From an optimization exercise on the open Yosys and OpenROAD flow, aimed at small area, a short achievable clock period and few clock cycles per item; shortcuts taken in it are not production practice.
Function was checked by simulation only, so behaviour that the tests miss may differ from the original.

== v46 ==
## dual_axis_pd_velocity_loop
module dual_axis_pd_velocity_loop (
   input  logic         clock,
   input  logic         reset,
   input  logic         req_valid,
   output logic         req_ready,
   input  logic [15:0]  req_cmd_x,
   input  logic [15:0]  req_cmd_y,
   input  logic [15:0]  req_vel_x,
   input  logic [15:0]  req_vel_y,
   output logic         rsp_valid,
   input  logic         rsp_ready,
   output logic [15:0]  rsp_out_x,
   output logic [15:0]  rsp_out_y,
   output logic         rsp_clipped,
   input  logic         csr_valid,
   output logic         csr_ready,
   input  logic [2:0]   csr_index,
   input  logic [31:0]  csr_data
);
For scale: ~140 I/O pins, ~76000 µm² of cells after synthesis.
Settings: LEC_CHECK=0, ABC_AREA=1, CAP_MARGIN=10, CORE_MARGIN=2, CORE_UTILIZATION=30, CTS_CLUSTER_DIAMETER=120, CTS_CLUSTER_SIZE=22, PLACE_DENSITY=0.85, SETUP_SLACK_MARGIN=5.0, SLEW_MARGIN=10; clock period 11.0 ns.
standard.sh (not shown) runs the stock make flow with config.mk's settings and CLKGATE_MAP_FILE= SYNTH_SCRIPT=/design/flow/synth_recipe.tcl, a recipe that flattens the netlist after the stock synthesis.
==> flow/flow/run.sh <==
#!/bin/bash
# The standard layout, with one step added after synthesis: flow/polarity.py
# moves inverters through the full-adder cells of the synthesized netlist
# (a full adder with all inputs inverted gives both outputs inverted), which
# leaves fewer inverters. Registers and the rest of the netlist are unchanged.
set -euo pipefail
cp standard.sh standard_sh.log
bash standard.sh synth > synth.log 2>&1
R=orfs/results/${FLOW_PLATFORM}/dual_axis_pd_velocity_loop/base
python3 flow/polarity.py "$R/1_2_yosys.v" "$R/1_2_yosys.pol.v" > polarity.log 2>&1
mv "$R/1_2_yosys.pol.v" "$R/1_2_yosys.v"
rm -f "$R/1_synth.odb" "$R/1_synth.sdc"
bash standard.sh > layout.log 2>&1
Other scripts of this flow, unchanged in this note and not shown: flow/flow/polarity.py
Testbench counts of v46, summed over its fixed seeds: cycles 2,176, items 2,048.
#### Input delta (v49 over v46)
Settings: swapping 0.85 for 0.8 in PLACE_DENSITY; swapping 30 for 50 in CORE_UTILIZATION.
==> comparison <==
v49 gives more hold slack than v46 did. Comparing register fraction of the total cell area for v49 and v46, the bigger number came from v49. Critical setup path kind: reg2reg -> v46, in2reg -> v49. Compared with v46, in v49 first-iteration DRC count dropped about 8%; final instance area -2.5%; global-route usage has increased. v49 vs v46 — area of the die dropped by more than a quarter. When v49 is measured against v46, its worst setup margin turns out 150 ps higher.
The inputs of v16 differ from those of v49 as listed below.
Settings: changing PLACE_DENSITY from 0.8 to 0.5; changing CORE_UTILIZATION from 50 to 30.
### Flow results
- Comparing v16 and v49, cell area is higher on v16.
- Sort v16 and v49 by global placer's final weighted congestion, ascending, and v16 comes first.
- Diff v49 -> v16 | highest achievable clock rate | increase of about 1.2%
- Compared with v49, v16 shows wire length of the first global-routing pass higher by about 9%.
- Final critical-path setup slack in v16 is 73 ps higher than in v49
[inputs] v8 vs v16
Settings: PLACE_DENSITY now 0.9, was 0.5.
Notes after the runs:
v16 and v8 ended up with roughly the same fraction of standard cell area that is sequential. Compared with v16, v8 has extra setup slack. v16 → v8: worst max-slew margin expressed relative to the limit shows an increase of 3.2 points; actual slew at the worst max-slew pin fell 48 ps; logic depth of the worst setup path including buffers down 13.
> inputs changed (v8 -> v59)
Settings: swapping 0.9 for 0.72 in PLACE_DENSITY.
Findings:
Result: PASS for each of v59 and v8. Lower post-route worst hold slack among v59 and v8: v59. Diff v8 -> v59: area added between synthesis and finish fell by 0.34 points, detailed-route wire length went down. v8 → v59: area share of buffers outside the clock network went down by 0.39 points, area of the multi-input gates held, number of buffers created by CTS has increased.
## Diff of input files: v47 against v59
Settings: PLACE_DENSITY no longer set, was 0.72.
### Flow results
- Every stage of the flow completed for v47, and the final layout passed the timing, design-rule and antenna checks.
- A critical path launch point of req_vel_x[4] is what v59 shows, while req_vel_y[5] belongs to v47.
- Compared with v59, in v47 total detailed-routing wirelength moved up; global routing met2 resource utilization moved up; number of standard cells in the layout, taps in and fillers out moved up.
- In the final reports, the cell area of v47 is larger than that of v59.
- Fraction of area in registers (higher): v59
- When v47 is set beside v59, its wire length of the first global-routing pass turns out to be about 8% larger.
- The higher number of antenna violations at the first check in global routing of v59 and v47 is in v59.


== 03-27 ==
Starting RTL as in the previous note.
export LEC_CHECK = 0
export ABC_AREA = 1
export CAP_MARGIN = 10
export CORE_MARGIN = 2
export CORE_UTILIZATION = 30
export CTS_CLUSTER_DIAMETER = 120
export CTS_CLUSTER_SIZE = 22
export SETUP_SLACK_MARGIN = 5.0
export SLEW_MARGIN = 10
create_clock -name core_clock -period 11.0 [get_ports {clock}]
run.sh (not shown) runs the stock make flow with config.mk's settings and CLKGATE_MAP_FILE= SYNTH_SCRIPT=/design/flow/synth_recipe.tcl, a recipe that flattens the netlist after the stock synthesis.
Stock flow here: none of the scripts above is used.
Testbench counts of 03-27, summed over its fixed seeds: cycles 2,176, items 2,048.
Setup changes, 03-27 to 09-12
- a change of CTS_CLUSTER_DIAMETER from 120 to 100
- a change of CTS_CLUSTER_SIZE from 22 to 18
[summary]
Diff 03-27 -> 09-12: multi-input combinational cell count about even; final standard cell utilization of the core held; number of buffers created by CTS higher; die width saw little to no change.
03-27 → 09-12: clock-pin slew reported for the worst setup and hold paths after clock tree synthesis went down by 0.02 ns; number of buffers inserted by port buffering was more or less identical; synthesized cell count was more or less identical.
In the flow results for 03-27 and 09-12, the non-clock buffer count is larger on 03-27.


Starting RTL as in the previous note.
make LEC_CHECK=0 ABC_AREA=1 CAP_MARGIN=10 CORE_MARGIN=2 CORE_UTILIZATION=30 CTS_CLUSTER_DIAMETER=120 CTS_CLUSTER_SIZE=22 PLACE_DENSITY=0.5 SETUP_SLACK_MARGIN=5.0 SLEW_MARGIN=10 finish   # period 11.0 ns
Testbench counts at the start, summed over its fixed seeds: cycles 2,176, items 2,048.
Then changed:
--- a/flow/config.mk
+++ b/flow/config.mk
@@ -13,3 +13,3 @@
 export CTS_CLUSTER_SIZE = 22
-export PLACE_DENSITY = 0.5
+export PLACE_DENSITY = 0.72
 export SETUP_SLACK_MARGIN = 5.0
Effect: Final area came out lower by 1.1%; die area stays the same; area after synthesis is unchanged.

## port drivers added, routing unchanged
In the flow no input, the clock included, has a driving cell. The finished layouts below were timed again as built, in two steps.
Step 1 (the two cells are an assumption about what drives the block):
set clk [get_ports {clock}]
set_driving_cell -lib_cell sky130_fd_sc_hd__clkbuf_16 $clk
set_driving_cell -lib_cell sky130_fd_sc_hd__buf_2 [delete_from_list [all_inputs] $clk]
Step 2 times the ports against the registers' clock, not the clock port: input delays grow and output delays shrink by t, the midpoint of the rising clock arrivals with the driver on.
Three values: no drivers, after step 1, after step 2; two values: the first two.
| run | t (ns) | setup WS [ns] | slew at the worst register clock pin (ns) |
|---|---|---|---|
| v46 | 0.746 | 4.814 / 4.814 / 4.430 | 0.10 / 0.10 |
| v49 | 0.739 | 4.963 / 5.021 / 4.282 | 0.10 / 0.10 |
| v16 | 0.797 | 5.036 / 5.099 / 4.309 | 0.10 / 0.10 |
| v8 | 0.728 | 5.059 / 5.038 / 4.348 | 0.10 / 0.10 |
| v59 | 0.751 | 5.049 / 5.069 / 4.352 | 0.10 / 0.10 |
| v47 | 0.771 | 5.026 / 5.071 / 4.300 | 0.10 / 0.10 |
| 03-27 | 0.782 | 5.011 / 5.060 / 4.277 | 0.10 / 0.10 |
| 09-12 | 0.821 | 5.027 / 5.077 / 4.256 | 0.09 / 0.09 |
| the first run of note 3 | 0.808 | 5.111 / 5.087 / 4.402 | 0.10 / 0.10 |
| the second run of note 3 | 0.754 | 5.096 / 5.085 / 4.417 | 0.11 / 0.11 |
After both steps setup and hold are still met in every run listed. For 09-12, which loses most, drivers alone change the setup slack by +0.050 ns; drivers and shift together by -0.771 ns.
